What follows belongs to an exercise in optimizing a design on an open flow for small area, a short achievable clock period and few clock cycles per item; a production flow would make more cautious choices. At most, simulation tests tie the RTL to the original design; equivalence was not proved. Function not checked in runs 5 and 6: the RTL went through the layout flow alone.

==> design/flow/design.v <==
`timescale 1ns / 1ps
`default_nettype none
package mer_pkg;
  localparam int PIX_W     = 13;
  localparam int CFG_IDX_W = 2;
  localparam logic [CFG_IDX_W-1:0] REG_CENTER_X = 2'd0;
  localparam logic [CFG_IDX_W-1:0] REG_CENTER_Y = 2'd1;
  localparam logic [CFG_IDX_W-1:0] REG_RADIUS_X = 2'd2;
  localparam logic [CFG_IDX_W-1:0] REG_RADIUS_Y = 2'd3;
  localparam logic [1:0] LAST_BEAT = 2'd3;
  typedef enum logic [1:0] {
    PH_DONE = 2'd0,
    PH_REG1 = 2'd1,
    PH_REG2 = 2'd2
  } mer_phase_e;
  typedef enum logic [3:0] {
    ST_IDLE,
    ST_RST_A,
    ST_RST_B,
    ST_RST_C,
    ST_RST_D,
    ST_EMIT,
    ST_FIN,
    ST_ADV,
    ST_CHK,
    ST_SW_A,
    ST_SW_B,
    ST_SW_C,
    ST_SW_D,
    ST_SW_E,
    ST_SW_F
  } mer_state_e;
  typedef enum logic [3:0] {
    OP_NOP,
    OP_MUL_RXRX,
    OP_MUL_RYRY,
    OP_MUL_RX2RY,
    OP_START,
    OP_EMIT,
    OP_FIN,
    OP_ADV,
    OP_MUL_TXTX,
    OP_MUL_RY2P,
    OP_MUL_TYTY,
    OP_MUL_RX2P,
    OP_MUL_RX2RY2,
    OP_SET_DEC
  } mer_op_e;
  typedef struct packed {
    mer_op_e    op;
    logic [1:0] beat;
  } mer_cmd_t;
  typedef struct packed {
    logic       out_free;
    logic       y_zero;
    logic       slope_ge;
    mer_phase_e phase;
  } mer_sts_t;
endpackage
`default_nettype wire
`timescale 1ns / 1ps
`default_nettype none
module midpoint_ellipse_rasterizer_top #(
  parameter int RADIUS_BITS = 10,
  parameter int COORD_BITS  = 11
) (
  input  wire logic                                   clk_i,
  input  wire logic                                   rst_ni,
  input  wire logic                                   cfg_we_i,
  input  wire logic [mer_pkg::CFG_IDX_W-1:0]          cfg_idx_i,
  input  wire logic [((COORD_BITS > RADIUS_BITS) ? COORD_BITS : RADIUS_BITS)-1:0] cfg_data_i,
  input  wire logic                                   in_valid_i,
  output logic                                        in_stall_o,
  input  wire logic                                   restart_i,
  output logic                                        out_valid_o,
  input  wire logic                                   out_stall_i,
  output logic signed [mer_pkg::PIX_W-1:0]            pixel_x_o,
  output logic signed [mer_pkg::PIX_W-1:0]            pixel_y_o,
  output logic                                        last_o,
  output logic                                        finished_o
);
  logic [10:0] cx_q, cy_q;
  logic [9:0]  rx_q, ry_q;
  always_ff @(posedge clk_i or negedge rst_ni) begin
    if (!rst_ni) begin
      cx_q <= 11'd200;
      cy_q <= 11'd200;
      rx_q <= 10'd150;
      ry_q <= 10'd50;
    end else if (cfg_we_i) begin
      case (cfg_idx_i)
        2'd0: cx_q <= cfg_data_i[10:0];
        2'd1: cy_q <= cfg_data_i[10:0];
        2'd2: rx_q <= cfg_data_i[9:0];
        2'd3: ry_q <= cfg_data_i[9:0];
        default: ;
      endcase
    end
  end
  logic        pend_q, pend_rs_q;      
  logic        step_q;                 
  logic        em_q;                   
  logic        em_fin_q;               
  logic [1:0]  bcnt_q;                 
  logic        none_q;                 
  logic        reg2_q;                 
  logic        out_valid_q;
  logic        pass_req_q;             
  logic        dec_valid_q;            
  logic        sw2_q, init1_q, init2_q;
  logic        rs_q, m1_q, m2_q;       
  logic [3:0]  mcnt_q;
  logic        step_a, sw1_a, sw2_a, i1_a, act_a;   
  logic        ka0, ka1, ka2, ka3;     
  logic        kb2;                    
  logic        xen_q, yen_q, b2_q;     
  logic [10:0] zq;                     
  logic        step_b, sw1_b, sw2_b, i1_b, act_b, kb0, kb3;  
  logic [9:0]  x_q, y_q;
  logic [32:0] sx_q, sy_q;             
  logic [43:0] d_q;                    
  logic [19:0] rx2_q, ry2_q;
  logic        csx_q, csy_q;           
  logic        c1_q, c2_q, cp_q;       
  logic        cmp_q;
  logic [10:0] xq, yq;                 
  logic        da_q, db_q;             
  logic        ca_q, cb_q;             
  logic [12:0] pix_x_q, pix_y_q;
  logic        last_q, fin_q;
  logic out_free, em_final, load, commit, take, accept, none_next;
  assign out_free  = !out_valid_q || !out_stall_i;
  assign em_final  = em_fin_q || (bcnt_q == 2'd3);
  assign load      = em_q && out_free && (!em_final || em_fin_q || dec_valid_q);
  assign commit    = load && em_final;
  assign take      = pend_q && (!step_q || commit);
  assign accept    = in_valid_i && !pend_q;
  assign none_next = none_q || (commit && !em_fin_q && (y_q == 10'd0));
  logic        free_a, eng_idle;
  logic [10:0] eight_ry2_a, eight_rx2_a, two_ry2_a, two_rx2_a, ry2_a;
  logic [10:0] sxn_a, syn_a, x_n, y_n;
  logic        csx_a, csy_a;
  assign free_a   = !act_a || ka3;
  assign eng_idle = !act_a && !act_b && !sw2_q;
  assign eight_ry2_a = ({11{ka0}} & {ry2_q[7:0], 3'b000}) | ({11{ka1}} & ry2_q[18:8]) |
                       ({11{ka2}} & {10'd0, ry2_q[19]});
  assign eight_rx2_a = ({11{ka0}} & {rx2_q[7:0], 3'b000}) | ({11{ka1}} & rx2_q[18:8]) |
                       ({11{ka2}} & {10'd0, rx2_q[19]});
  assign two_ry2_a   = ({11{ka0}} & {ry2_q[9:0], 1'b0}) | ({11{ka1}} & {1'b0, ry2_q[19:10]});
  assign two_rx2_a   = ({11{ka0}} & {rx2_q[9:0], 1'b0}) | ({11{ka1}} & {1'b0, rx2_q[19:10]});
  assign ry2_a       = ({11{ka0}} & ry2_q[10:0]) | ({11{ka1}} & {2'b00, ry2_q[19:11]});
  logic [12:0] sxa_w, sya_w;
  assign sxa_w = {1'b0, sx_q[10:0], 1'b1} + {1'b0, eight_ry2_a, !ka0 && csx_q};
  assign sya_w = {1'b0, sy_q[10:0], 1'b1} + {1'b0, ~eight_rx2_a, ka0 || csy_q};
  assign csx_a = sxa_w[12];
  assign csy_a = sya_w[12];
  assign sxn_a = sxa_w[11:1];
  assign syn_a = sya_w[11:1];
  always_comb begin
    x_n = 11'd0;
    y_n = 11'd0;
    if (step_a && !ka3) begin
        x_n = sxn_a;
        y_n = ~syn_a & {9'h1ff, !ka0, !ka0};
    end
    if (step_a && ka3) begin
        y_n = 11'h7ff;
    end
    if (sw1_a) begin
        x_n = ~({sx_q[11] && !ka2, sx_q[10:1]} & {11{!ka3}});
        y_n = ~({sy_q[11] && !ka2, sy_q[10:1]} & {11{!ka3}});
    end
    if (sw2_a) begin
        x_n = two_rx2_a;
        y_n = ~ry2_a;
    end
  end
  logic        two_cin;
  logic [10:0] sxnew, synew;
  logic [19:0] rsel;
  logic [10:0] z_n;
  logic [10:0] opx, opy, opz, dop;
  logic [10:0] s1, m1, c1v, s2, m2, c2v, dsum;
  logic [12:0] cpa_w;
  logic        dco;
  assign two_cin = sw1_b || sw2_b;
  assign sxnew = (step_b && da_q) ? xq : i1_b ? 11'd0 : sx_q[32:22];
  assign synew = (step_b && db_q) ? {~yq[10:2], kb0 ? 2'b00 : ~yq[1:0]} : sy_q[32:22];
  assign rsel = reg2_q ? rx2_q : ry2_q;
  always_comb begin
    z_n = 11'd0;
    if (step_a || i1_a) begin
      if (ka0) z_n = {rsel[8:0], 2'b00};
      if (ka1) z_n = rsel[19:9];
    end
    if (sw1_a) begin
      if (ka0) z_n = rx2_q[10:0];
      if (ka1) z_n = {2'b00, rx2_q[19:11]};
    end
    if (sw2_a) z_n = ~two_ry2_a;
  end
  assign opx = (xen_q ? xq : 11'd0) | {8'd0, b2_q, 2'b00};
  assign opy = yen_q ? yq : 11'd0;
  assign opz = zq;
  assign dop   = i1_b ? 11'd0 : d_q[10:0];
  assign s1    = dop ^ opx ^ opy;
  assign m1    = (dop & opx) | (dop & opy) | (opx & opy);
  assign c1v   = {m1[9:0], kb0 ? two_cin : c1_q};
  assign s2    = s1 ^ c1v ^ opz;
  assign m2    = (s1 & c1v) | (s1 & opz) | (c1v & opz);
  assign c2v   = {m2[9:0], !kb0 && c2_q};
  assign cpa_w = {1'b0, s2, 1'b1} + {1'b0, c2v, kb0 ? sw1_b : cp_q};
  assign dsum  = cpa_w[11:1];
  assign dco   = cpa_w[12];
  logic [12:0] cmp_w;
  logic        sw_now;
  assign cmp_w  = {1'b0, sxnew, 1'b1} + {1'b0, ~synew, kb0 || cmp_q};
  assign sw_now = step_b && kb2 && cmp_w[12] && !reg2_q;
  logic reg2_n;
  logic       issue_sw1, issue_sw2, issue_i1, issue_i2, issue_step;
  always_comb begin
    issue_sw1  = 1'b0;
    issue_sw2  = 1'b0;
    issue_i1   = 1'b0;
    issue_i2   = 1'b0;
    issue_step = 1'b0;
    if (free_a) begin
      if (sw_now)          issue_sw1  = 1'b1;
      else if (sw2_q)      issue_sw2  = 1'b1;
      else if (init1_q)    issue_i1   = 1'b1;
      else if (init2_q)    issue_i2   = 1'b1;
      else if (pass_req_q) issue_step = 1'b1;
    end
  end
  logic da_n, db_n;
  assign da_n = (act_b && kb3) ? (!reg2_n || dsum[10]) : da_q;
  assign db_n = (act_b && kb3) ? (reg2_n || !dsum[10]) : db_q;
  assign reg2_n = reg2_q || issue_sw1;
  always_ff @(posedge clk_i or negedge rst_ni) begin
    if (!rst_ni) begin
      pend_q      <= 1'b0;
      pend_rs_q   <= 1'b0;
      step_q      <= 1'b0;
      em_q        <= 1'b0;
      em_fin_q    <= 1'b0;
      bcnt_q      <= 2'd0;
      none_q      <= 1'b1;
      reg2_q      <= 1'b0;
      out_valid_q <= 1'b0;
      pass_req_q  <= 1'b0;
      dec_valid_q <= 1'b0;
      sw2_q       <= 1'b0;
      init1_q     <= 1'b0;
      init2_q     <= 1'b0;
      rs_q        <= 1'b0;
      m1_q        <= 1'b0;
      m2_q        <= 1'b0;
      mcnt_q      <= 4'd0;
      step_a      <= 1'b0;
      sw1_a       <= 1'b0;
      sw2_a       <= 1'b0;
      i1_a        <= 1'b0;
      act_a       <= 1'b0;
      ka0         <= 1'b1;
      ka1         <= 1'b0;
      ka2         <= 1'b0;
      ka3         <= 1'b0;
      step_b      <= 1'b0;
      sw1_b       <= 1'b0;
      sw2_b       <= 1'b0;
      i1_b        <= 1'b0;
      act_b       <= 1'b0;
      kb0         <= 1'b0;
      kb3         <= 1'b0;
      kb2         <= 1'b0;
    end else begin
      out_valid_q <= load || (out_valid_q && out_stall_i);
      none_q      <= none_next;
      reg2_q      <= reg2_n;
      if (free_a) begin
        step_a <= issue_step;
        sw1_a  <= issue_sw1 || issue_i2;
        sw2_a  <= issue_sw2;
        i1_a   <= issue_i1;
        act_a  <= issue_sw1 || issue_sw2 || issue_i1 || issue_i2 || issue_step;
      end
      ka0         <= free_a;
      ka1         <= !free_a && ka0;
      ka2         <= !free_a && ka1;
      ka3         <= !free_a && ka2;
      step_b      <= step_a;
      sw1_b       <= sw1_a;
      sw2_b       <= sw2_a;
      i1_b        <= i1_a;
      act_b       <= act_a;
      kb2         <= ka2;
      kb0         <= ka0;
      kb3         <= ka3;
      if (accept) begin
        pend_q    <= 1'b1;
        pend_rs_q <= restart_i;
      end else if (take) begin
        pend_q    <= 1'b0;
      end
      if (load) bcnt_q <= bcnt_q + 2'd1;
      if (commit) begin
        step_q <= 1'b0;
        em_q   <= 1'b0;
      end
      if (issue_sw1) sw2_q <= 1'b1;
      if (issue_sw2) sw2_q <= 1'b0;
      if (issue_i1) init1_q <= 1'b0;
      if (issue_i2) begin
        init2_q    <= 1'b0;
        pass_req_q <= 1'b1;
      end
      if (issue_step) pass_req_q <= 1'b0;
      if (step_b && kb0) dec_valid_q <= 1'b1;
      if (rs_q) begin
          if (eng_idle) begin
            rs_q     <= 1'b0;
            m1_q     <= 1'b1;
            mcnt_q   <= 4'd0;
            em_q     <= 1'b1;
            em_fin_q <= 1'b0;
            bcnt_q   <= 2'd0;
            none_q   <= 1'b0;
            reg2_q   <= 1'b0;
          end
      end
      if (m1_q) begin
          mcnt_q <= mcnt_q + 4'd1;
          if (mcnt_q == 4'd9) begin
            m1_q    <= 1'b0;
            m2_q    <= 1'b1;
            mcnt_q  <= 4'd0;
            init1_q <= 1'b1;
          end
      end
      if (m2_q) begin
          mcnt_q <= mcnt_q + 4'd1;
          if (mcnt_q == 4'd9) begin
            m2_q    <= 1'b0;
            init2_q <= 1'b1;
          end
      end
      if (take) begin
        step_q      <= 1'b1;
        bcnt_q      <= 2'd0;
        dec_valid_q <= 1'b0;
        if (pend_rs_q) begin
          rs_q       <= 1'b1;
          m1_q       <= 1'b0;
          m2_q       <= 1'b0;
          em_q       <= 1'b0;
          pass_req_q <= 1'b0;
          init1_q    <= 1'b0;
          init2_q    <= 1'b0;
        end else begin
          em_q       <= 1'b1;
          em_fin_q   <= none_next;
          pass_req_q <= !none_next;
        end
      end
    end
  end
  logic [10:0] msx, msy;
  logic [23:0] msp;
  assign msx = {1'b0, rx2_q[19:10]} + (rx2_q[0] ? {1'b0, rx_q} : 11'd0);
  assign msy = {1'b0, ry2_q[19:10]} + (ry2_q[0] ? {1'b0, ry_q} : 11'd0);
  assign msp = {1'b0, sy_q[32:10]} + (sy_q[0] ? {1'b0, rx2_q, 3'b000} : 24'd0);
  logic rot_x, wb_x, rot_y, wb_y;
  assign rot_x = act_a && !ka3;
  assign wb_x  = act_b && !kb3;
  assign rot_y = rot_x && !i1_a;
  assign wb_y  = wb_x && !i1_b;
  logic rs_go;
  assign rs_go = rs_q && eng_idle;
  always_ff @(posedge clk_i) begin
    csx_q <= csx_a;
    csy_q <= csy_a;
    zq    <= z_n;
    c1_q  <= m1[10];
    c2_q  <= m2[10];
    cp_q  <= dco;
    cmp_q <= cmp_w[12];
    xq    <= x_n;
    yq    <= y_n;
    if (act_b) d_q <= {dsum, d_q[43:11]};
    da_q  <= da_n;
    db_q  <= db_n;
    xen_q <= !step_a || da_n;
    yen_q <= !step_a || db_n;
    b2_q  <= step_a && ka0 && db_n;
    if (step_b && kb0) begin
      ca_q <= da_q;
      cb_q <= db_q;
    end
    if (rot_x) begin
      sx_q <= {sx_q[10:0], wb_x ? sxnew : sx_q[32:22], sx_q[21:11]};
    end else if (wb_x) begin
      sx_q[32:22] <= sxnew;
    end
    if (m2_q) begin
      sy_q <= {msp, sy_q[9:1]};
    end else if (m1_q && mcnt_q == 4'd9) begin
      sy_q <= {23'd0, ry_q};
    end else if (rot_y) begin
      sy_q <= {sy_q[10:0], wb_y ? synew : sy_q[32:22], sy_q[21:11]};
    end else if (wb_y) begin
      sy_q[32:22] <= synew;
    end
    if (rs_go) begin
      rx2_q <= {10'd0, rx_q};
      ry2_q <= {10'd0, ry_q};
      x_q   <= 10'd0;
      y_q   <= ry_q;
    end else begin
      if (m1_q) begin
        rx2_q <= {msx, rx2_q[9:1]};
        ry2_q <= {msy, ry2_q[9:1]};
      end
      if (commit && !em_fin_q) begin
        x_q <= x_q + {9'd0, ca_q};
        y_q <= y_q - {9'd0, cb_q};
      end
    end
  end
  logic        xsub, ysub;
  logic [14:0] pxw, pyw;
  assign xsub = bcnt_q[0];
  assign ysub = (bcnt_q == 2'd1) || (bcnt_q == 2'd2);
  assign pxw  = {1'b0, 2'b00, cx_q, 1'b1} + {1'b0, {13{xsub}} ^ {3'b000, x_q}, xsub};
  assign pyw  = {1'b0, 2'b00, cy_q, 1'b1} + {1'b0, {13{ysub}} ^ {3'b000, y_q}, ysub};
  always_ff @(posedge clk_i) begin
    if (load) begin
      pix_x_q <= em_fin_q ? 13'd0 : pxw[13:1];
      pix_y_q <= em_fin_q ? 13'd0 : pyw[13:1];
      last_q  <= em_final;
      fin_q   <= em_fin_q;
    end
  end
  assign in_stall_o  = pend_q;
  assign out_valid_o = out_valid_q;
  assign pixel_x_o   = pix_x_q;
  assign pixel_y_o   = pix_y_q;
  assign last_o      = last_q;
  assign finished_o  = fin_q;
endmodule
`default_nettype wire
==> design/flow/flow/run.sh <==
#!/bin/bash
set -euo pipefail
bash standard.sh SETUP_SLACK_MARGIN=6.8 finish > standard_flow.log 2>&1
==> design/flow/standard.sh <==
#!/bin/bash
# synth_recipe.tcl (not shown) runs the flow's synth.tcl, then flattens the netlist and writes it again
# the make line also repeats each setting of config.mk as NAME=value (left out here)
make -C /OpenROAD-flow-scripts/flow DESIGN_CONFIG=/design/flow/config.mk WORK_HOME=/design/flow/orfs CLKGATE_MAP_FILE= SYNTH_SCRIPT=/design/flow/synth_recipe.tcl "${@:-finish}"
==> design/flow/config.mk <==
export PLATFORM = sky130hd
export DESIGN_NAME = midpoint_ellipse_rasterizer_top
export DESIGN_NICKNAME = midpoint_ellipse_rasterizer_top
export VERILOG_FILES = /design/flow/design.v
export SDC_FILE = /design/flow/constraint.sdc
export NUM_CORES = 4
export LEC_CHECK = 0
export CAP_MARGIN = 20
export CORE_MARGIN = 2
export CORE_UTILIZATION = 40
export CTS_CLUSTER_DIAMETER = 60
export CTS_CLUSTER_SIZE = 26
export SETUP_SLACK_MARGIN = 5
export SLEW_MARGIN = 20
==> design/flow/constraint.sdc <==
create_clock -name core_clock -period 10.0 [get_ports {clk_i}]
set_input_delay 2.0000 -clock core_clock [delete_from_list [all_inputs] [get_ports {clk_i}]]
set_output_delay 2.0000 -clock core_clock [all_outputs]
set_load 0.01 [all_outputs]
==> results of run 1 <==
-- synth_stat cells (6+ instances only) --
library cell / number
xor2_1: 61
mux2i_1: 37
o31ai_1: 7
ha_1: 115
dfrtp_1: 66
nand4_1: 6
or3_1: 11
and2_1: 65
inv_1: 70
a31oi_1: 12
nor3_1: 27
o21ai_0: 127
a21boi_0: 7
o221ai_1: 8
nand3_1: 32
o21bai_1: 11
and3_1: 7
dfstp_2: 15
nor2b_1: 24
buf_1: 18
a22oi_1: 12
o22ai_1: 14
or2_2: 9
nand2_1: 244
nand3b_1: 6
dfxtp_1: 96
fa_1: 28
o21a_1: 8
edfxtp_1: 148
a21o_1: 20
nand2b_1: 29
nor2_1: 129
mux2_2: 57
a221oi_1: 11
a211oi_1: 20
xnor2_1: 43
clkbuf_1: 58
a21oi_1: 127
a22o_1: 13
o211ai_1: 9
-- flip-flops by register name, summed over array words and instances, names as in the netlist, 4 cells and up --
signal and count:
rx_q 10, cy_q 11, sx_q 33, rx2_q 20
xq 11, y_q 10, ry_q 10, zq 11
ry2_q 20, x_q 10, cx_q 11, pix_y_q 13
mcnt_q 4, pix_x_q 13, yq 11, sy_q 33
d_q 44
-- metal layers --
layer  wire length, µm  global-route usage
met4              1906             0.07494
met1             23110              0.2959
met3              2609             0.02636
met2             25570              0.3734
met5                15                   0
-- metrics by stage --
stage          std cells  area (µm²)  utilization  setup slack, ns
2_1_floorplan       1881       18780            -            6.731
3_5_place_dp        2470       19780       0.4275            5.900
3_3_place_gp        2470       19780       0.4275            6.015
6_report            2555       21240       0.4592            6.620
5_1_grt             2555       21240       0.4592            6.528
4_1_cts             2535       20920       0.4523            6.646
-- area by class of cell --
| cell class | count | area [µm²] | share of cell area |
|---|---|---|---|
| inverter | 72 | 274.0 | 0.01290 |
| sequential | 325 | 8431 | 0.3969 |
| clock inverter | 22 | 302.8 | 0.01426 |
| timing repair inverter | 1 | 7.507 | 0.0003534 |
| multi-input combinational | 1404 | 10070 | 0.4743 |
| tap | 607 | 759.5 | 0.03576 |
| timing repair buffer | 96 | 710.7 | 0.03346 |
| clock buffer | 28 | 680.7 | 0.03205 |
-- how the worst max path moves through the flow --
stage	slack [ns]	start	to
CTS	6.65	i1_b	pass_req_q
global route	6.53	i1_b	xen_q
floorplan	6.73	i1_b	xen_q
global placement	6.01	bcnt_q[0]	pix_y_q[12]
detailed placement	5.90	bcnt_q[0]	pix_y_q[12]
finish	6.62	i1_b	xen_q
-- what timing repair did --
action | 4_1_cts | 5_1_grt
cloned | 1 | 0
setup endpoints to repair | 126 | 100
hold buffers | 0 | 0
setup buffers | 14 | 20
gates resized for setup | 165 | 50
pin swaps | 12 | 25
-- logic make-up (layout without fill, tap and decap cells) --
group                      count (synthesis)  in the layout
and+or+nand+nor                          604            604
DFF                                      325            325
muxes                                     95             95
AOI/OAI and AO/OA                        458            458
xor gates and xnor gates                 104            104
adders and majority gates                143            143
buffers and inverters                    152            219
==> summary.md, run 1 <==
| Metric | Value |
|---|---|
| Min-delay src | `sx_q[14]` |
| Synth top area share | `0.2382` |
| Post-detail-place hpwl | `39170 µm` |
| # setup viols final | `0` |
| Clock latency (worst-skew pair) | `0.58 ns` |
| Worst Tran Pin Value | `1.044 ns` |
| Post-Syn Area | `0.01866 mm²` |
| R2R depth | `12` |
| Root buffer cell | `clkbuf_16` |
| Routed wire length | `53210 µm` |
| Startpoint Class | `flop` |
| Clock sinks | `325` |
| Hold Path Cell Cnt | `0` |
| CP Max Fanout | `6` |
| Die area | `0.04838 mm²` |
| Vias per inst | `5.578` |
| Row count | `79` |
| Max Root-Sink Buffers | `3` |
| Synth Area in Adders | `0.1072` |
| Hold_ws | `0.4201 ns` |
| Gp weighted congestion | `0.9094` |
| # diodes | `0` |
| Post-synthesis sequential area ratio | `0.4509` |
| Slowest cell delay on critical path | `0.55 ns` |
| I/O pins | `49` |
| Worst path arrival time | `3.85 ns` |
| Hold endpoint | `sx_q[3]` |
| Ys flop type | `edfxtp_1` |
| Library cells used by synthesis | `81` |
| Most frequent cells in the layout | `nand2_1, edfxtp_1, nor2_1, a21oi_1, o21ai_0` |
| Worst reg2reg endpoint | `xen_q` |
| First-pass GRT wire length | `82430 µm` |
| Outcome | `finished clean` |
| Initial Util | `0.4033` |
| Largest family of logic cells by synthesized area | `compound AO/OA/AOI/OAI gates` |
| Total gr overflow | `0` |
| F_max | `295.9 MHz` |
| Synth Net Count | `2043` |
| Drt drc | `0` |
| Unrepaired setup endpoints after global routing | `true` |
| Vias in the first global route | `13.90k` |
| Crit path kind | `reg2reg` |
| Post-synthesis compound-gate area fraction | `0.1562` |
| Synth Area in XOR/XNOR | `0.04883` |
| # fillers | `4388` |
| H-Tree Depth | `1` |
| Gr usage total | `0.2219` |
| CP bufs+invs | `1` |
| Die height | `220.0 µm` |
| Area contributors post-synth | `edfxtp_1, dfxtp_1, dfrtp_1` |
| Final hold vios | `0` |
| Min cycle time layout | `3.380 ns` |
| Maxcap violations | `0` |
| Sum Neg Setup Slack | `0 ns` |
| Routed wire length per instance | `20.82 µm` |
| Worst path depth | `12` |
| Final Max Slew Viols | `0` |
| Crit path required time | `10.47 ns` |
| Crit path cell chain | `buf_6 -> nor2b_4 -> fa_1 -> fa_1 -> ha_4 -> a21oi_4 -> o21ai_1 -> a21o_1 -> a31o_4 -> a21oi_4 -> xnor2_4 -> o32a_1` |
| Routed Antenna Nets | `0` |
| Initial antenna violation count | `1` |
| Via count | `14.25k` |
| Fraction of layout cells with a size suffix above 1 | `0.1494` |
| Pre-Repair DR Iteration Count | `5` |
| Largest net degree at the start of global routing | `72` |
| Core area | `0.04626 mm²` |
| DIE WIDTH | `220.0 µm` |
| Syn_area_per_cell | `9.918 µm²` |
| Slowest CP cell | `dfrtp_4` |
| R2R Setup Slk | `6.62 ns` |
| Seq cells post-synth | `325` |
| Slew headroom | `0.3043` |
| RR Startpoint | `i1_b` |
| Worst hold path class | `reg2reg` |
| Number of port buffers | `48` |
| Syn Inst Count | `1881` |
| Clock Skew | `0.01532 ns` |
| CTS Buf Count | `27` |
| Post-synth EDFFs | `148` |
| Post-synth top area cell | `edfxtp_1` |
| Top delay family on crit path | `adder cells` |
| Mux share of post-synthesis cell area | `0.05506` |
| Simple-Gate Fraction of Synth Area | `0.1506` |
| Reg clk slew, reported paths | `0.09 ns` |
| Area Growth Syn to Fin | `13.86%` |
| Synthesis Warnings | `1` |
| Final period utilization | `0.3380` |
| Layout Nets | `2089` |
| Most common cell after layout, fill and taps aside | `nand2_1` |
| Worst Setup End Kind | `flop` |
| CTS tree | `done` |
| Initial DRC Count | `1036` |
| Ys async rst share | `0.2492` |
Testbench counts, summed over its fixed seeds: cycles 64,740, beats 62,804.
==> inputs of run 2 (changes only) <==
--- a/design/flow/config.mk
+++ b/design/flow/config.mk
@@ -9,5 +9,5 @@
 export CORE_MARGIN = 2
-export CORE_UTILIZATION = 40
-export CTS_CLUSTER_DIAMETER = 60
-export CTS_CLUSTER_SIZE = 26
+export CORE_UTILIZATION = 60
+export CTS_CLUSTER_DIAMETER = 70
+export CTS_CLUSTER_SIZE = 20
 export SETUP_SLACK_MARGIN = 5
==> run 2 against run 1 <==
Effect of this change: first-iteration DRC count increased by 36%; area after synthesis unchanged; hold slack improved by 0.00068 ns; highest routed layer is now met4; via count increased by 1.4%; register-to-register slack about the same; largest cell class unchanged.
==> summary.md, run 2 <==
| Metric | Value |
|---|---|
| Post-synth EDFFs | `148 (unchanged)` |
| Worst path arrival time | `3.80 ns (-0.05 ns)` |
| Most frequent cells in the layout | `nand2_1, edfxtp_1, nor2_1, a21oi_1, o21ai_0` |
| Post-detail-place hpwl | `38320 µm (-2.2%)` |
| Area Growth Syn to Fin | `11.91%` |
| Post-Syn Area | `0.01866 mm² (unchanged)` |
| Gr usage total | `0.3181 (+0.09624)` |
| Layout Nets | `2085 (-0.19%)` |
| Synth top cells by count | `nand2_1, edfxtp_1, nor2_1` |
| Unrepaired setup endpoints after global routing | `true` |
| Worst Tran Pin Value | `1.019 ns (-0.02469 ns)` |
| Cells after DPL | `2261 (-8.5%)` |
| Die height | `180.3 µm (-18%)` |
| Library cells used by synthesis | `81 (unchanged)` |
| Post-synth top area cell | `edfxtp_1` |
| Leading cell type by number of instances after synthesis | `nand2_1` |
| F_max | `296.1 MHz (about the same)` |
| Largest net degree at the start of global routing | `58 (-19%)` |
| Crit path kind | `reg2reg` |
| Sum Neg Setup Slack | `0 ns (unchanged)` |
| Ys flop type | `edfxtp_1` |
| DIE WIDTH | `180.3 µm (-18%)` |
| Clock sinks | `325 (unchanged)` |
| Largest registers | `d_q: 44 flops, sx_q: 33 flops, sy_q: 33 flops` |
| Final Max Slew Viols | `0 (unchanged)` |
| CTS Buf Count | `25 (-7.4%)` |
| Initial antenna violation count | `0 (-1)` |
| Gp weighted congestion | `0.9407 (+3.4%)` |
| Die area | `0.03252 mm² (-33%)` |
| Drt drc | `0 (unchanged)` |
| Max reg flops | `44 (unchanged)` |
| Reg clk slew, reported paths | `0.08 ns (about the same)` |
| Total gr overflow | `0 (unchanged)` |
| Maxcap violations | `0 (unchanged)` |
| Routed wire length per instance | `22.37 µm (+7.4%)` |
| Syn_area_per_cell | `9.918 µm² (unchanged)` |
| Clock Skew | `0.01609 ns (+0.0007723 ns)` |
| Min cycle time layout | `3.378 ns (-0.002420 ns)` |
| Vias in the first global route | `13.95k (+0.36%)` |
| Critical Path Sink | `xen_q` |
| Synth top area share | `0.2382 (unchanged)` |
| Pre-Repair DR Iteration Count | `5 (unchanged)` |
| Non-Filler Instances | `2337 (-8.5%)` |
| Ys async rst share | `0.2492 (unchanged)` |
| Min-delay src | `sx_q[20]` |
| Initial DRC Count | `1406 (+36%)` |
| I/O pins | `49 (unchanged)` |
| Critical Path Source | `i1_b` |
| Clock latency (worst-skew pair) | `0.55 ns (-0.03 ns)` |
| # setup viols final | `0 (unchanged)` |
| Synth Net Count | `2043 (unchanged)` |
| Worst reg2reg endpoint | `xen_q` |
| H-Tree Depth | `1 (unchanged)` |
| Final period utilization | `0.3378 (about the same)` |
| R2R depth | `12 (unchanged)` |
| Seq cells post-synth | `325 (unchanged)` |
| R2R Setup Slk | `6.62 ns (about the same)` |
| CTS Hold Buffers Added | `0 (unchanged)` |
| Via count | `14.46k (+1.4%)` |
| Startpoint Class | `flop` |
| Vias per inst | `6.186 (+11%)` |
| Core area | `0.03059 mm² (-34%)` |
| Root buffer cell | `clkbuf_16` |
| Slew headroom | `0.3208 (+0.01646)` |
| Area contributors post-synth | `edfxtp_1, dfxtp_1, dfrtp_1` |
| Initial Util | `0.6099 (+0.2066)` |
| CP Max Fanout | `7 (+1)` |
| First-pass GRT wire length | `80870 µm (-1.9%)` |
| Row count | `64 (-19%)` |
| Synthesis Warnings | `1 (unchanged)` |
| Syn Inst Count | `1881 (unchanged)` |
| Outcome | `finished clean` |
| Final hold vios | `0 (unchanged)` |
| Max Root-Sink Buffers | `3 (unchanged)` |
| Post-synthesis sequential area ratio | `0.4509 (unchanged)` |
| Crit path required time | `10.43 ns (-0.04 ns)` |
| Routed Antenna Nets | `0 (unchanged)` |
| Most common cell after layout, fill and taps aside | `nand2_1` |
| Number of port buffers | `48 (unchanged)` |
| Top reg by flops | `d_q` |
| Fraction of layout cells with a size suffix above 1 | `0.1381 (-0.01131)` |
| Worst hold path class | `reg2reg` |
| Routed wire length | `52270 µm (-1.8%)` |
| RR Startpoint | `i1_b` |
| # diodes | `0 (unchanged)` |
| Worst Setup End Kind | `flop` |
| CTS tree | `done` |
==> run 2: layout make-up <==
type / instances / area, µm²
clock buffer: 31 / 715.7
clock inverter: 14 / 153.9
fill: 2354 / 9712
inverter: 72 / 274.0
multi-input combinational: 1404 / 10050
sequential: 325 / 8428
tap: 396 / 495.5
timing repair buffer: 94 / 754.5
timing repair inverter: 1 / 7.507
==> run 2: worst min path at each step <==
stage | depth (start not counted) | to | slack (ns)
after floorplan | 0 | kb3 | 0.35
after global placement | 0 | sx_q[3] | 0.40
after detailed placement | 0 | sx_q[9] | 0.40
after CTS | 0 | sx_q[9] | 0.42
after global routing | 0 | sx_q[8] | 0.43
final | 0 | sx_q[9] | 0.42
==> run 2: critical path: stages, from the launching register on <==
cell,delay (ns)
dfrtp_4,0.57
buf_12,0.16
nor2b_2,0.12
fa_1,0.44
fa_2,0.57
ha_4,0.22
nand2_1,0.13
o21ai_2,0.07
a21o_1,0.17
a31o_4,0.22
a21oi_4,0.17
xnor2_4,0.12
o32a_1,0.30
==> run 2: repair_timing <==
| action | 4_1_cts | 5_1_grt |
|---|---|---|
| gates resized for setup | 124 | 49 |
| pin swaps | 15 | 14 |
| buffers inserted | 18 | 12 |
| cloned | 1 | 0 |
| endpoints found under the setup margin | 141 | 83 |
==> run 2: cell families after synthesis <==
kind of cell | share of synthesized area
fa+ha+maj | 0.1072
xor+xnor | 0.04883
mux | 0.05506
simple gates | 0.1506
compound gates | 0.1562
flops | 0.4509
buf+inv | 0.03119
==> run 2: layer usage <==
layer	wire length, µm	global-route usage	vias up
met1	21920	0.4354	7008
li1	-	-	6806
met3	3374	0.03557	105
met5	0	0	-
met4	2341	0.1197	0
met2	24630	0.5247	538
==> run 2: through the flow <==
stage            util  setup WS (ns)  area [µm²]  hold WS (ns)
2_1_floorplan       -          6.731       18780        0.3519
3_3_place_gp   0.6384          6.074       19530        0.4003
3_5_place_dp   0.6384          5.961       19530        0.4045
4_1_cts        0.6787          6.663       20760        0.4223
5_1_grt        0.6825          6.547       20880        0.4299
6_report       0.6825          6.622       20880        0.4208
==> inputs of run 3 (changes only) <==
--- a/design/flow/config.mk
+++ b/design/flow/config.mk
@@ -9,3 +9,3 @@
 export CORE_MARGIN = 2
-export CORE_UTILIZATION = 60
+export CORE_UTILIZATION = 40
 export CTS_CLUSTER_DIAMETER = 70
==> run 3 against run 2 <==
Effect of this change: non-clock buffer count rose by 2; critical endpoint unchanged; critical path type unchanged; clock skew rose by 0.012 ns; routed wire length rose by 1.9%; critical path depth did not move; sequential share of layout area fell by 0.37 points; core utilization fell by 23 points; register-to-register slack got worse by 0.02 ns; global-route usage fell by 9.6 points; still clean; maximum frequency fell by 0.69%.
==> summary.md, run 3 <==
| Metric | Value |
|---|---|
| Synthesis Warnings | `1 (unchanged)` |
| Max Root-Sink Buffers | `3 (unchanged)` |
| CTS tree | `done` |
| Top delay family on crit path | `adder cells` |
| Syn Inst Count | `1881 (unchanged)` |
| CP bufs+invs | `1 (unchanged)` |
| Slew headroom | `0.3067 (-0.01408)` |
| Initial antenna violation count | `1 (+1)` |
| Maxcap violations | `0 (unchanged)` |
| GRT met2 Usage | `0.3676 (-0.1571)` |
| Slowest CP cell | `dfrtp_4` |
| Syn_area_per_cell | `9.918 µm² (unchanged)` |
| I/O pins | `49 (unchanged)` |
| Vias in the first global route | `13.95k (+0.029%)` |
| Initial Util | `0.4033 (-0.2066)` |
| Post-Syn Area | `0.01866 mm² (unchanged)` |
| Most frequent cells in the layout | `nand2_1, edfxtp_1, nor2_1, a21oi_1, o21ai_0` |
| Leading cell type by number of instances after synthesis | `nand2_1` |
| F_max | `294.0 MHz (-0.69%)` |
| Crit path kind | `reg2reg` |
| # setup viols final | `0 (unchanged)` |
| Post-synth top area cell | `edfxtp_1` |
| Seq cells post-synth | `325 (unchanged)` |
| Row count | `79 (+23%)` |
| Routed wire length per instance | `20.88 µm (-6.6%)` |
| Total gr overflow | `0 (unchanged)` |
| Outcome | `finished clean` |
| Post-synth EDFFs | `148 (unchanged)` |
| Synth Net Count | `2043 (unchanged)` |
| Routing usage on met3 | `0.02595 (-0.009621)` |
| R2R Setup Slk | `6.60 ns (-0.02 ns)` |
| Gr usage total | `0.2217 (-0.09644)` |
| GRT busiest layer | `met2` |
| Worst Setup End Kind | `flop` |
| Min cycle time layout | `3.401 ns (+0.02357 ns)` |
| Hold Path Cell Cnt | `0 (unchanged)` |
| Worst Tran Pin Value | `1.040 ns (+0.02112 ns)` |
| Pre-Repair DR Iteration Count | `5 (unchanged)` |
| Post-synthesis sequential area ratio | `0.4509 (unchanged)` |
| Area contributors post-synth | `edfxtp_1, dfxtp_1, dfrtp_1` |
| Ys flop type | `edfxtp_1` |
| Initial DRC Count | `1043 (-26%)` |
| CTS Hold Buffers Added | `0 (unchanged)` |
| Root buffer cell | `clkbuf_16` |
| Fraction of layout cells with a size suffix above 1 | `0.1420 (+0.003902)` |
| Met1 usage | `0.2952 (-0.1402)` |
| Clock latency (worst-skew pair) | `0.59 ns (+0.04 ns)` |
| Reg clk slew, reported paths | `0.09 ns (about the same)` |
| # diodes | `0 (unchanged)` |
| First-pass GRT wire length | `82280 µm (+1.7%)` |
| Core area | `0.04626 mm² (+51%)` |
| Clock sinks | `325 (unchanged)` |
| Library cells used by synthesis | `81 (unchanged)` |
| Synth top area share | `0.2382 (unchanged)` |
| Setup slack at placement | `5.900 ns (-0.06154 ns)` |
| Clock Skew | `0.02787 ns (+0.01178 ns)` |
| R2R depth | `12 (unchanged)` |
| # fillers | `4424 (+88%)` |
| Routed wire length | `53270 µm (+1.9%)` |
| Worst setup margin | `6.599 ns (-0.02357 ns)` |
| Die area | `0.04838 mm² (+49%)` |
| DIE WIDTH | `220.0 µm (+22%)` |
| Final instance area | `0.02108 mm² (+0.96%)` |
| Gp weighted congestion | `0.9094 (-3.3%)` |
| Drt drc | `0 (unchanged)` |
| H-Tree Depth | `1 (unchanged)` |
| Synth top cells by count | `nand2_1, edfxtp_1, nor2_1` |
| Max reg flops | `44 (unchanged)` |
| Worst path arrival time | `3.86 ns (+0.06 ns)` |
| Crit path required time | `10.45 ns (+0.02 ns)` |
| CP Max Fanout | `6 (-1)` |
| RR Startpoint | `i1_b` |
| Post-detail-place hpwl | `39170 µm (+2.2%)` |
| Area Growth Syn to Fin | `12.98%` |
| Unrepaired setup endpoints after global routing | `true` |
| Vias per inst | `5.596 (-9.5%)` |
| Die height | `220.0 µm (+22%)` |
| Layout Nets | `2087 (+0.096%)` |
| Worst reg2reg endpoint | `xen_q` |
| Final Max Slew Viols | `0 (unchanged)` |
| Largest registers | `d_q: 44 flops, sx_q: 33 flops, sy_q: 33 flops` |
| Startpoint Class | `flop` |
| Routed Antenna Nets | `0 (unchanged)` |
| Crit path cell chain | `buf_8 -> nor2b_4 -> fa_1 -> fa_1 -> ha_4 -> a21oi_4 -> o21ai_2 -> a21o_1 -> a31o_4 -> a21oi_4 -> xnor2_4 -> o32a_1` |
| Sum Neg Setup Slack | `0 ns (unchanged)` |
| Most common cell after layout, fill and taps aside | `nand2_1` |
| Worst hold path class | `reg2reg` |
| Number of port buffers | `48 (unchanged)` |
| CTS Buf Count | `25 (unchanged)` |
| Min-delay src | `sx_q[14]` |
| Via count | `14.28k (-1.3%)` |
| Placed inst area | `0.01978 mm² (+1.3%)` |
| Ys async rst share | `0.2492 (unchanged)` |
| Final hold vios | `0 (unchanged)` |
| Final period utilization | `0.3401 (+0.002357)` |
| Top reg by flops | `d_q` |
| Slowest cell delay on critical path | `0.56 ns (about the same)` |
| Largest net degree at the start of global routing | `72 (+24%)` |
| Final Util | `0.4556 (-0.2269)` |
| Hold endpoint | `sx_q[3]` |
[run 3: cell counts after synthesis]
No cell type changed its count.
[run 3: cell families after synthesis]
logic type               after synthesis  share of synthesized area
AO/OA/AOI/OAI                        458                     0.1562
buffers and inverters                152                    0.03119
multiplexers                          95                    0.05506
XOR/XNOR                             104                    0.04883
flip-flops                           325                     0.4509
adder cells (fa/ha/maj)              143                     0.1072
AND/OR/NAND/NOR                      604                     0.1506
[run 3: final cells by class]
cell class	instances	area, µm²	area share
repair inverters	1	7.507	0.0003562
flip-flops and latches	325	8431	0.4000
clock inverters	12	152.6	0.007242
well taps	607	759.5	0.03603
multi-input cells	1404	10020	0.4755
repair buffers	96	708.2	0.03360
clock buffers	34	721.9	0.03425
inverters	72	274.0	0.01300
[run 3: how the worst max path moves through the flow]
| stage | from | endpoint | slack, ns | depth (start not counted) |
|---|---|---|---|---|
| floorplan | i1_b | xen_q | 6.73 | 13 |
| global placement | bcnt_q[0] | pix_y_q[12] | 6.01 | 10 |
| detailed placement | bcnt_q[0] | pix_y_q[12] | 5.90 | 10 |
| CTS | i1_b | xen_q | 6.64 | 12 |
| global route | i1_b | xen_q | 6.51 | 12 |
| finish | i1_b | xen_q | 6.60 | 12 |
[run 3: through the flow]
step	cells	hold slack, ns
floorplan	1881	0.3519
global placement	2470	0.4021
detailed placement	2470	0.4052
CTS	2535	0.4112
global route	2551	0.4062
finish	2551	0.4123
[run 3: per-layer routing]
metal  wire, µm  vias to the layer above
met2      25020                      405
met3       2366                      108
met5         13                        -
met4       2388                        2
met1      23480                     6933
li1           -                     6827
[run 3: timing repair]
item,4_1_cts,5_1_grt
pin swaps,26,19
cloned,1,0
gates resized for setup,176,29
setup buffers,18,16
setup endpoints to repair,126,92
==> inputs of run 4 (changes only) <==
==> design/flow/flow/run.sh (replaced) <==
#!/bin/bash
set -euo pipefail
bash standard.sh SETUP_SLACK_MARGIN=7.0 finish > standard_flow.log 2>&1
==> run 4 against run 3 <==
Effect of this change: area after synthesis unchanged; die area did not move; clock skew decreased by 0.0038 ns; maximum frequency increased by 1.3%; setup slack better by 0.042 ns; largest cell class unchanged.
==> summary.md, run 4 <==
| Metric | Value |
|---|---|
| Number of port buffers | `48 (unchanged)` |
| Pre-Repair DR Iteration Count | `5 (unchanged)` |
| CP bufs+invs | `1 (unchanged)` |
| Syn Inst Count | `1881 (unchanged)` |
| Worst Tran Pin Value | `0.9853 ns (-0.05467 ns)` |
| Worst setup margin | `6.641 ns (+0.04228 ns)` |
| Most frequent cells in the layout | `nand2_1, edfxtp_1, nor2_1, a21oi_1, o21ai_0` |
| Gp weighted congestion | `0.9034 (-0.66%)` |
| Largest registers | `d_q: 44 flops, sx_q: 33 flops, sy_q: 33 flops` |
| Hold Path Cell Cnt | `0 (unchanged)` |
| First-pass GRT wire length | `82350 µm (about the same)` |
| Setup slack at placement | `5.863 ns (-0.03674 ns)` |
| Via count | `14.35k (+0.54%)` |
| Worst path arrival time | `3.81 ns (-0.05 ns)` |
| Area Growth Syn to Fin | `13.90%` |
| Clock Skew | `0.02411 ns (-0.003761 ns)` |
| DIE WIDTH | `220.0 µm (unchanged)` |
| Crit path required time | `10.45 ns (about the same)` |
| Seq cells post-synth | `325 (unchanged)` |
| CP Max Fanout | `6 (unchanged)` |
| Crit path cell chain | `buf_6 -> nor2b_4 -> fa_1 -> fa_1 -> ha_4 -> a21oi_4 -> o21ai_1 -> a21o_1 -> a31o_4 -> a21oi_4 -> xnor2_4 -> o32a_1` |
| Root buffer cell | `clkbuf_16` |
| Post-detail-place hpwl | `39690 µm (+1.3%)` |
| Routed wire length | `53910 µm (+1.2%)` |
| Sum Neg Setup Slack | `0 ns (unchanged)` |
| Ys async rst share | `0.2492 (unchanged)` |
| Slowest cell delay on critical path | `0.55 ns (about the same)` |
| Max reg flops | `44 (unchanged)` |
| Syn_area_per_cell | `9.918 µm² (unchanged)` |
| Core area | `0.04626 mm² (unchanged)` |
| Area contributors post-synth | `edfxtp_1, dfxtp_1, dfrtp_1` |
| Top reg by flops | `d_q` |
| Layout Nets | `2090 (+0.14%)` |
| Startpoint Class | `flop` |
| Initial DRC Count | `874 (-16%)` |
| Vias per inst | `5.617 (+0.38%)` |
| Final period utilization | `0.3359 (-0.004228)` |
| R2R depth | `12 (unchanged)` |
| Vias in the first global route | `14.11k (+1.1%)` |
| H-Tree Depth | `1 (unchanged)` |
| Worst hold path class | `reg2reg` |
| I/O pins | `49 (unchanged)` |
| Initial Util | `0.4033 (unchanged)` |
| R2R Setup Slk | `6.64 ns (+0.04 ns)` |
| CTS Hold Buffers Added | `0 (unchanged)` |
| Routed Antenna Nets | `0 (unchanged)` |
| Post-synth EDFFs | `148 (unchanged)` |
| Worst Setup End Kind | `flop` |
| Post-synth top area cell | `edfxtp_1` |
| Final hold vios | `0 (unchanged)` |
| Die area | `0.04838 mm² (unchanged)` |
| Ys flop type | `edfxtp_1` |
| Post-Syn Area | `0.01866 mm² (unchanged)` |
| Max Root-Sink Buffers | `3 (unchanged)` |
| Die height | `220.0 µm (unchanged)` |
| Unrepaired setup endpoints after global routing | `true` |
| Slowest CP cell | `dfrtp_4` |
| Total gr overflow | `0 (unchanged)` |
| Maxcap violations | `0 (unchanged)` |
| F_max | `297.7 MHz (+1.3%)` |
| Synth Net Count | `2043 (unchanged)` |
| Crit path kind | `reg2reg` |
| Final Max Slew Viols | `0 (unchanged)` |
| Final instance area | `0.02125 mm² (+0.81%)` |
| Clock latency (worst-skew pair) | `0.58 ns (about the same)` |
| Synthesis Warnings | `1 (unchanged)` |
| Min cycle time layout | `3.359 ns (-0.04228 ns)` |
| Leading cell type by number of instances after synthesis | `nand2_1` |
| Library cells used by synthesis | `81 (unchanged)` |
| Synth top area share | `0.2382 (unchanged)` |
| Placed inst area | `0.01981 mm² (+0.18%)` |
| Clock sinks | `325 (unchanged)` |
| CTS tree | `done` |
| Worst path depth | `12 (unchanged)` |
| Gr usage total | `0.2219 (about the same)` |
| Initial antenna violation count | `2 (+1)` |
| Synth top cells by count | `nand2_1, edfxtp_1, nor2_1` |
| Largest net degree at the start of global routing | `73 (+1.4%)` |
| Drt drc | `0 (unchanged)` |
| Top delay family on crit path | `adder cells` |
| Outcome | `finished clean` |
| Fraction of layout cells with a size suffix above 1 | `0.1608 (+0.01878)` |
| Reg clk slew, reported paths | `0.08 ns (about the same)` |
| Most common cell after layout, fill and taps aside | `nand2_1` |
| Slew headroom | `0.3432 (+0.03645)` |
| Routed wire length per instance | `21.10 µm (+1.0%)` |
| Row count | `79 (unchanged)` |
| CTS Buf Count | `25 (unchanged)` |
| # setup viols final | `0 (unchanged)` |
| Post-synthesis sequential area ratio | `0.4509 (unchanged)` |
[run 4: kinds of logic after synthesis]
logic type	Yosys count	share of synthesized area
AND/OR/NAND/NOR	604	0.1506
buffers and inverters	152	0.03119
AO/OA/AOI/OAI	458	0.1562
multiplexers	95	0.05506
flip-flops	325	0.4509
XOR/XNOR	104	0.04883
adder cells (fa/ha/maj)	143	0.1072
[run 4: final timing paths]
path / from / endpoint
min in group asynchronous: rst_ni / cx_q[2]
worst min register to register: sx_q[18] / sx_q[7]
max in group asynchronous: rst_ni / i1_b
worst max-delay path: i1_b / xen_q
worst max register to register: i1_b / xen_q
worst min-delay path: sx_q[18] / sx_q[7]
[run 4: through the flow]
| stage | std cells | utilization | hold WS (ns) |
|---|---|---|---|
| floorplan | 1881 | - | 0.3519 |
| global placement | 2470 | 0.4283 | 0.3992 |
| detailed placement | 2470 | 0.4283 | 0.3995 |
| CTS | 2543 | 0.4528 | 0.4252 |
| global route | 2554 | 0.4593 | 0.4275 |
| finish | 2555 | 0.4593 | 0.4235 |
[run 4: timing repair]
item,4_1_cts,5_1_grt
cloned,0,2
buffers inserted,27,9
pin swaps,20,23
endpoints found under the setup margin,163,107
resized for setup,186,56
[run 4: cell type report]
cell class,count,area (µm²)
fillers,4438,25010
multi-input cells,1405,10190
flip-flops and latches,325,8431
well taps,607,759.5
repair buffers,98,755.7
clock buffers,32,685.7
inverters,72,277.8
clock inverters,14,141.4
repair inverters,1,7.507
diodes,1,2.502
[run 4: layer usage]
metal	part of all wire	track usage	vias to the layer above
li1	-	-	6841
met1	0.43	0.2921	6999
met2	0.48	0.3749	401
met3	0.050	0.02678	109
met4	0.041	0.08076	2
met5	0.00024	0	-
==> inputs of run 5 (changes only) <==
--- a/design/flow/design.v
+++ b/design/flow/design.v
@@ -116,2 +116,3 @@
   logic        xen_q, yen_q, b2_q;     
+  logic        den_q;                  
   logic [10:0] zq;                     
@@ -204,3 +205,3 @@
   assign opz = zq;
-  assign dop   = i1_b ? 11'd0 : d_q[10:0];
+  assign dop   = den_q ? d_q[10:0] : 11'd0;
   assign s1    = dop ^ opx ^ opy;
@@ -234,5 +235,6 @@
   end
-  logic da_n, db_n;
-  assign da_n = (act_b && kb3) ? (!reg2_n || dsum[10]) : da_q;
-  assign db_n = (act_b && kb3) ? (reg2_n || !dsum[10]) : db_q;
+  logic da_n, db_n, dfin;
+  assign dfin = act_b && kb3;
+  assign da_n = dfin ? (!reg2_q || dsum[10]) : da_q;
+  assign db_n = dfin ? (reg2_q || !dsum[10]) : db_q;
   assign reg2_n = reg2_q || issue_sw1;
@@ -391,5 +393,6 @@
     db_q  <= db_n;
-    xen_q <= !step_a || da_n;
-    yen_q <= !step_a || db_n;
+    xen_q <= (dfin ? (!step_a || !reg2_q) : (!step_a || da_q)) || (dfin && dsum[10]);
+    yen_q <= (dfin ? (!step_a || reg2_q) : (!step_a || db_q)) || (dfin && !dsum[10]);
     b2_q  <= step_a && ka0 && db_n;
+    den_q <= !i1_a;
     if (step_b && kb0) begin
==> design/flow/flow/run.sh (replaced) <==
#!/bin/bash
set -euo pipefail
bash standard.sh SETUP_SLACK_MARGIN=6.8 finish > standard_flow.log 2>&1
==> run 5 against run 4 <==
Effect of this change: synthesized cell count is the same; still clean on timing, DRC and antenna; hold slack lost 0.0042 ns; core utilization shrank 0.63 points; area after synthesis grew 0.49%; clock-buffer cell count grew 3; clock skew shrank 0.00058 ns; routed wire length shrank 3.2%.
==> summary.md, run 5 <==
| Metric | Value |
|---|---|
| FF+latch area | `0.008464 mm² (+0.40%)` |
| Initial DRC Count | `1139 (+30%)` |
| Die area | `0.04861 mm² (+0.48%)` |
| Gp weighted congestion | `0.8927 (-1.2%)` |
| Startpoint Class | `flop` |
| Initial Util | `0.4044 (+0.001110)` |
| Post-Syn Area | `0.01875 mm² (+0.49%)` |
| Reg clk slew, reported paths | `0.08 ns (about the same)` |
| Largest registers | `d_q: 44 flops, sx_q: 33 flops, sy_q: 33 flops` |
| Hold Path Cell Cnt | `0 (unchanged)` |
| Most common cell after layout, fill and taps aside | `nand2_1` |
| Vias in the first global route | `14.07k (-0.27%)` |
| Slowest CP cell | `fa_1` |
| # fillers | `4324 (-2.6%)` |
| Synthesis Warnings | `1 (unchanged)` |
| CTS Buf Count | `27 (+8.0%)` |
| Max Root-Sink Buffers | `3 (unchanged)` |
| Hold endpoint | `sx_q[9]` |
| Leading cell type by number of instances after synthesis | `nand2_1` |
| Min-delay src | `sx_q[20]` |
| Slew headroom | `0.3140 (-0.02912)` |
| Area contributors post-synth | `edfxtp_1, dfxtp_1, dfrtp_1` |
| Fraction of layout cells with a size suffix above 1 | `0.1320 (-0.02873)` |
| RR Startpoint | `d_q[0]` |
| Layout Nets | `2080 (-0.48%)` |
| CTS tree | `done` |
| Synth top area share | `0.2387 (+0.0004411)` |
| R2R depth | `11 (-1)` |
| Clock sinks | `326 (+0.31%)` |
| # setup viols final | `0 (unchanged)` |
| Worst Tran Pin Value | `1.025 ns (+0.03989 ns)` |
| Final period utilization | `0.3532 (+0.01736)` |
| Syn_area_per_cell | `9.966 µm² (+0.49%)` |
| Worst Setup End Kind | `flop` |
| First-pass GRT wire length | `80360 µm (-2.4%)` |
| Routed Antenna Nets | `0 (unchanged)` |
| R2R Setup Slk | `6.47 ns (-0.17 ns)` |
| Unrepaired setup endpoints after global routing | `true` |
| Routed wire length | `52190 µm (-3.2%)` |
| Seq cells post-synth | `326 (+0.31%)` |
| Min cycle time layout | `3.532 ns (+0.1736 ns)` |
| CTS Hold Buffers Added | `0 (unchanged)` |
| Slowest cell delay on critical path | `0.49 ns (-0.06 ns)` |
| Number of port buffers | `48 (unchanged)` |
| Final Util | `0.4530 (-0.006324)` |
| Synth top cells by count | `nand2_1, edfxtp_1, nor2_1` |
| F_max | `283.1 MHz (-4.9%)` |
| Max reg flops | `44 (unchanged)` |
| Area Growth Syn to Fin | `12.02%` |
| Die height | `220.5 µm (+0.24%)` |
| Initial antenna violation count | `1 (-1)` |
| Row count | `79 (unchanged)` |
| Worst reg2reg endpoint | `xen_q` |
| Maxcap violations | `0 (unchanged)` |
| Outcome | `finished clean` |
| Clock Skew | `0.02353 ns (-0.0005775 ns)` |
| CP Max Fanout | `4 (-2)` |
| DIE WIDTH | `220.5 µm (+0.24%)` |
| Gr usage total | `0.2148 (-0.007164)` |
| Worst setup margin | `6.468 ns (-0.1736 ns)` |
| Top reg by flops | `d_q` |
| Ys flop type | `edfxtp_1` |
| Clock latency (worst-skew pair) | `0.59 ns (about the same)` |
| Synth Net Count | `2043 (unchanged)` |
| Non-Filler Instances | `2546 (-0.35%)` |
| Core area | `0.04636 mm² (+0.21%)` |
| H-Tree Depth | `1 (unchanged)` |
| Post-synthesis sequential area ratio | `0.4503 (-0.0005951)` |
| Pre-Repair DR Iteration Count | `8 (+3)` |
| Post-synth top area cell | `edfxtp_1` |
| Setup slack at placement | `5.949 ns (+0.08597 ns)` |
| # diodes | `0 (-1)` |
| Total gr overflow | `0 (unchanged)` |
| Crit path required time | `10.44 ns (about the same)` |
| Post-detail-place hpwl | `38210 µm (-3.7%)` |
| Via count | `14.33k (-0.16%)` |
| Post-synth EDFFs | `149 (+0.68%)` |
| Largest net degree at the start of global routing | `66 (-9.6%)` |
| Most common cell on crit path | `fa_1` |
| Routed wire length per instance | `20.50 µm (-2.9%)` |
| Cells after DPL | `2473 (+0.12%)` |
| Ys async rst share | `0.2485 (-0.0007645)` |
| Sum Neg Setup Slack | `0 ns (unchanged)` |
| Syn Inst Count | `1881 (unchanged)` |
| Root buffer cell | `clkbuf_16` |
| Worst path arrival time | `3.97 ns (+0.16 ns)` |
| Crit path kind | `reg2reg` |
| Crit path cell chain | `and2_4 -> fa_1 -> fa_1 -> ha_1 -> and3_1 -> a2111o_1 -> o221ai_2 -> o211ai_2 -> xnor2_4 -> and3_4 -> o21ai_1` |
| Library cells used by synthesis | `81 (unchanged)` |
| Final hold vios | `0 (unchanged)` |
| Multi-input combinational cell area | `0.009873 mm² (-3.1%)` |
| Worst hold path class | `reg2reg` |
| I/O pins | `49 (unchanged)` |
| Drt drc | `0 (unchanged)` |
| Vias per inst | `5.628 (+0.19%)` |
| Most frequent cells in the layout | `nand2_1, edfxtp_1, nor2_1, o21ai_0, a21oi_1` |
| Final Max Slew Viols | `0 (unchanged)` |
## run 5: cell count changes in the layout (fill, tap and decap cells not counted), sizes merged, moves of 7 or more
cell	previous run	this run
nor2	129	143
o21a	8	20
a211oi	20	13
nand2	244	202
inv	79	86
buf	80	70
o21ai	129	139
mux2	58	66
xnor2	43	34
## run 5: worst max path at each step
stage                     depth (start not counted)  slack [ns]          to   startpoint
final                                            11        6.47       xen_q       d_q[0]
after global routing                             11        6.32       xen_q       d_q[0]
after CTS                                        11        6.45       xen_q       d_q[0]
after detailed placement                          4        5.95  pix_x_q[5]  out_stall_i
after global placement                            4        6.02  pix_x_q[4]  out_stall_i
after floorplan                                  12        6.64       yen_q        yen_q
## run 5: metal layers
metal	track usage	vias to the layer above	wire length [µm]
met5	0	-	0
met4	0.07271	0	1829
met2	0.3539	418	24100
met1	0.2920	6978	23290
met3	0.02735	93	2962
li1	-	6840	-
## run 5: worst max-delay path, delay by kind of cell (launching register included)
family,cells,cell delay (ns)
xor+xnor,1,0.27
fa+ha+maj,3,1.24
flops,1,0.40
simple gates,3,0.58
compound gates,4,0.89
## run 5: final cells by class
class,instances,area share
timing repair buffer,87,0.03009
clock inverter,15,0.007805
tap,607,0.03617
inverter,81,0.01466
timing repair inverter,1,0.0003575
multi-input combinational,1394,0.4702
clock buffer,35,0.03771
sequential,326,0.4031
## run 5: timing repair
item                                    CTS  global route
hold endpoints to repair                  0             0
pin swaps                                12             9
gates resized for setup                 149            25
buffers inserted                         13             9
endpoints found under the setup margin  114            39
cloned                                    1             0
## run 5: logic make-up (layout without fill, tap and decap cells)
kind of cell	count (synthesis)	count (layout)	share of synthesized area
fa+ha+maj	143	143	0.1067
flops	326	326	0.4503
simple gates	588	588	0.1501
xor+xnor	89	89	0.04198
compound gates	471	471	0.1586
buf+inv	161	219	0.03277
mux	103	103	0.05960
## run 5: through the flow
stage,hold WS (ns),instance area [µm²]
after floorplan,0.3519,18800
after global placement,0.4015,19850
after detailed placement,0.4045,19850
after CTS,0.4190,20860
after global routing,0.4289,21000
final,0.4193,21000
==> inputs of run 6 (changes only) <==
==> design/flow/flow/run.sh (replaced) <==
#!/bin/bash
set -euo pipefail
bash standard.sh SETUP_SLACK_MARGIN=7.0 finish > standard_flow.log 2>&1
--- a/design/flow/config.mk
+++ b/design/flow/config.mk
@@ -10,2 +10,3 @@
 export CORE_UTILIZATION = 40
+export CTS_BUF_LIST = sky130_fd_sc_hd__clkbuf_8
 export CTS_CLUSTER_DIAMETER = 70
==> run 6 against run 5 <==
Effect of this change: still clean on timing, DRC and antenna; register-to-register slack gained 0.04 ns; area after synthesis did not move; clock skew up 0.0068 ns; final cell count is 0.90% higher; first-iteration DRC count fell by 4.9%; flip-flop and latch count unchanged; setup slack improved by 0.040 ns; via count increased by 0.33%; clock-buffer cell count fell by 5; critical path depth is the same; critical endpoint is now yen_q; highest routed layer unchanged.
==> summary.md, run 6 <==
| Metric | Value |
|---|---|
| Worst Setup End Kind | `flop` |
| Sum Neg Setup Slack | `0 ns (unchanged)` |
| Library cells used by synthesis | `81 (unchanged)` |
| Core area | `0.04636 mm² (unchanged)` |
| DIE WIDTH | `220.5 µm (unchanged)` |
| Routed wire length | `53280 µm (+2.1%)` |
| Number of port buffers | `48 (unchanged)` |
| Vias per inst | `5.596 (-0.57%)` |
| Outcome | `finished clean` |
| Clock Skew | `0.03029 ns (+0.006758 ns)` |
| Largest registers | `d_q: 44 flops, sx_q: 33 flops, sy_q: 33 flops` |
| Worst path arrival time | `4.02 ns (+0.05 ns)` |
| Post-synth top area cell | `edfxtp_1` |
| GRT met2 Usage | `0.3626 (+0.008673)` |
| Most common cell after layout, fill and taps aside | `nand2_1` |
| Maxcap violations | `0 (unchanged)` |
| Met1 usage | `0.2965 (+0.004524)` |
| First-pass GRT wire length | `80440 µm (+0.10%)` |
| CP Max Fanout | `7 (+3)` |
| F_max | `286.3 MHz (+1.1%)` |
| Top reg by flops | `d_q` |
| Synth top cells by count | `nand2_1, edfxtp_1, nor2_1` |
| Drt drc | `0 (unchanged)` |
| Initial DRC Count | `1083 (-4.9%)` |
| Post-detail-place hpwl | `38590 µm (+0.99%)` |
| Clock latency (worst-skew pair) | `0.65 ns (+0.06 ns)` |
| # fillers | `4337 (+0.30%)` |
| Die height | `220.5 µm (unchanged)` |
| Initial antenna violation count | `0 (-1)` |
| Routed wire length per instance | `20.74 µm (+1.2%)` |
| H-Tree Depth | `1 (unchanged)` |
| Initial Util | `0.4044 (unchanged)` |
| Die area | `0.04861 mm² (unchanged)` |
| Total gr overflow | `0 (unchanged)` |
| Startpoint Class | `flop` |
| Crit path kind | `reg2reg` |
| Largest net degree at the start of global routing | `72 (+9.1%)` |
| # diodes | `0 (unchanged)` |
| Post-synthesis sequential area ratio | `0.4503 (unchanged)` |
| Reg clk slew, reported paths | `0.12 ns (+0.04 ns)` |
| Area Growth Syn to Fin | `12.75%` |
| Root buffer cell | `clkbuf_8` |
| Layout Nets | `2103 (+1.1%)` |
| Post-synth EDFFs | `149 (unchanged)` |
| Crit path cell chain | `and2_4 -> fa_1 -> fa_1 -> ha_1 -> and3_1 -> a2111o_1 -> o221ai_2 -> o211ai_2 -> xnor2_2 -> nor3b_2 -> o21ai_1` |
| Seq cells post-synth | `326 (unchanged)` |
| Slowest CP cell | `fa_1` |
| Crit path required time | `10.53 ns (+0.09 ns)` |
| Synth Net Count | `2043 (unchanged)` |
| Final period utilization | `0.3493 (-0.003950)` |
| Routed Antenna Nets | `0 (unchanged)` |
| GRT busiest layer | `met2` |
| Leading cell type by number of instances after synthesis | `nand2_1` |
| Final hold vios | `0 (unchanged)` |
| Area contributors post-synth | `edfxtp_1, dfxtp_1, dfrtp_1` |
| Vias in the first global route | `13.78k (-2.1%)` |
| CTS tree | `done` |
| Syn Inst Count | `1881 (unchanged)` |
| Fraction of layout cells with a size suffix above 1 | `0.1662 (+0.03413)` |
| Max reg flops | `44 (unchanged)` |
| Ys flop type | `edfxtp_1` |
| Gr usage total | `0.2156 (+0.0008929)` |
| Pre-Repair DR Iteration Count | `5 (-3)` |
| Min cycle time layout | `3.493 ns (-0.03950 ns)` |
| Worst hold path class | `reg2reg` |
| Final Max Slew Viols | `0 (unchanged)` |
| CTS Buf Count | `27 (unchanged)` |
| Most common cell on crit path | `fa_1` |
| Post-Syn Area | `0.01875 mm² (unchanged)` |
-- run 6: area by class of cell --
cell class              instances  area [µm²]  share of cell area
clock buffers                  30       412.9             0.01953
clock inverters                20       234.0             0.01107
inverters                      81       311.5             0.01474
multi-input cells            1396       10130              0.4795
flip-flops and latches        326        8469              0.4007
well taps                     607       759.5             0.03593
repair buffers                108       808.3             0.03824
repair inverters                1       7.507           0.0003552
-- run 6: routing by layer --
metal,vias to the layer above,part of all wire
met4,0,0.031
li1,6867,-
met5,-,0
met3,78,0.042
met1,7060,0.45
met2,371,0.47
-- run 6: timing repair --
| item | in CTS | in global routing |
|---|---|---|
| cloned | 1 | 2 |
| setup endpoints to repair | 130 | 79 |
| gates resized for setup | 162 | 62 |
| setup buffers | 25 | 20 |
| pin swaps | 18 | 21 |
| hold buffers | 0 | 0 |
-- run 6: final timing paths --
| check | endpoint | depth (start not counted) | slack, ns | startpoint |
|---|---|---|---|---|
| setup / recovery | yen_q | 11 | 6.51 | yen_q |
| hold / removal | sx_q[4] | 0 | 0.42 | sx_q[15] |
| setup reg to reg | yen_q | 11 | 6.51 | yen_q |
| hold reg to reg | sx_q[4] | 0 | 0.42 | sx_q[15] |
| max in group asynchronous | ka1 | 2 | 7.62 | rst_ni |
| min in group asynchronous | cx_q[1] | 1 | 1.16 | rst_ni |
-- run 6: kinds of logic (layout without fill, tap and decap cells) --
kind of cell | after synthesis | count (layout) | synth area share
compound gates | 471 | 471 | 0.1586
xor+xnor | 89 | 89 | 0.04198
mux | 103 | 103 | 0.05960
buf+inv | 161 | 240 | 0.03277
fa+ha+maj | 143 | 143 | 0.1067
flops | 326 | 326 | 0.4503
simple gates | 588 | 590 | 0.1501
-- run 6: stage by stage --
step	utilization	cells	instance area [µm²]	worst slack (ns)	hold WS, ns
floorplan	-	1881	18850	6.641	0.3519
global placement	0.4286	2471	19870	6.206	0.4005
detailed placement	0.4286	2471	19870	6.092	0.4045
CTS	0.4464	2547	20690	6.470	0.4281
global route	0.4560	2569	21140	6.378	0.4376
finish	0.4560	2569	21140	6.507	0.4163

-- re-timing with driven ports --
How much do the figures lean on ideal ports? The routed layouts below were timed once more, with nothing changed but the port constraints. Step 1 sets driving cells, clkbuf_16 on the clock port and buf_2 on the other inputs (assumed; they add their load-dependent delay and slew). Step 2 moves the port delays by t, midway between the first and last clock arrival at a register: inputs arrive t later, outputs are due t later. That takes back most of the time a late clock gives input paths. Three values: ideal ports, drivers, drivers and shift; two values: the first two.
| run | shift t [ns] | setup WS [ns] | latest minus earliest clock arrival (ns) | worst slew at a driven data input, ns | pins driven straight from the clock port |
|---|---|---|---|---|---|
| run 1 | 0.631 | 6.620 / 6.620 / 6.335 | 0.017 / 0.017 | 0.04 | 1 |
| run 2 | 0.590 | 6.622 / 6.622 / 6.323 | 0.018 / 0.018 | 0.06 | 1 |
| run 3 | 0.627 | 6.599 / 6.599 / 6.260 | 0.028 / 0.028 | 0.04 | 1 |
| run 4 | 0.617 | 6.641 / 6.641 / 6.549 | 0.025 / 0.025 | 0.04 | 1 |
| run 5 | 0.635 | 6.468 / 6.468 / 6.310 | 0.024 / 0.025 | 0.04 | 1 |
| run 6 | 0.695 | 6.507 / 6.507 / 6.396 | 0.031 / 0.032 | 0.03 | 1 |
After both steps every run listed still meets setup and hold. For run 3, which loses most, drivers alone change the setup slack by 0.000 ns; drivers and shift together by -0.339 ns.
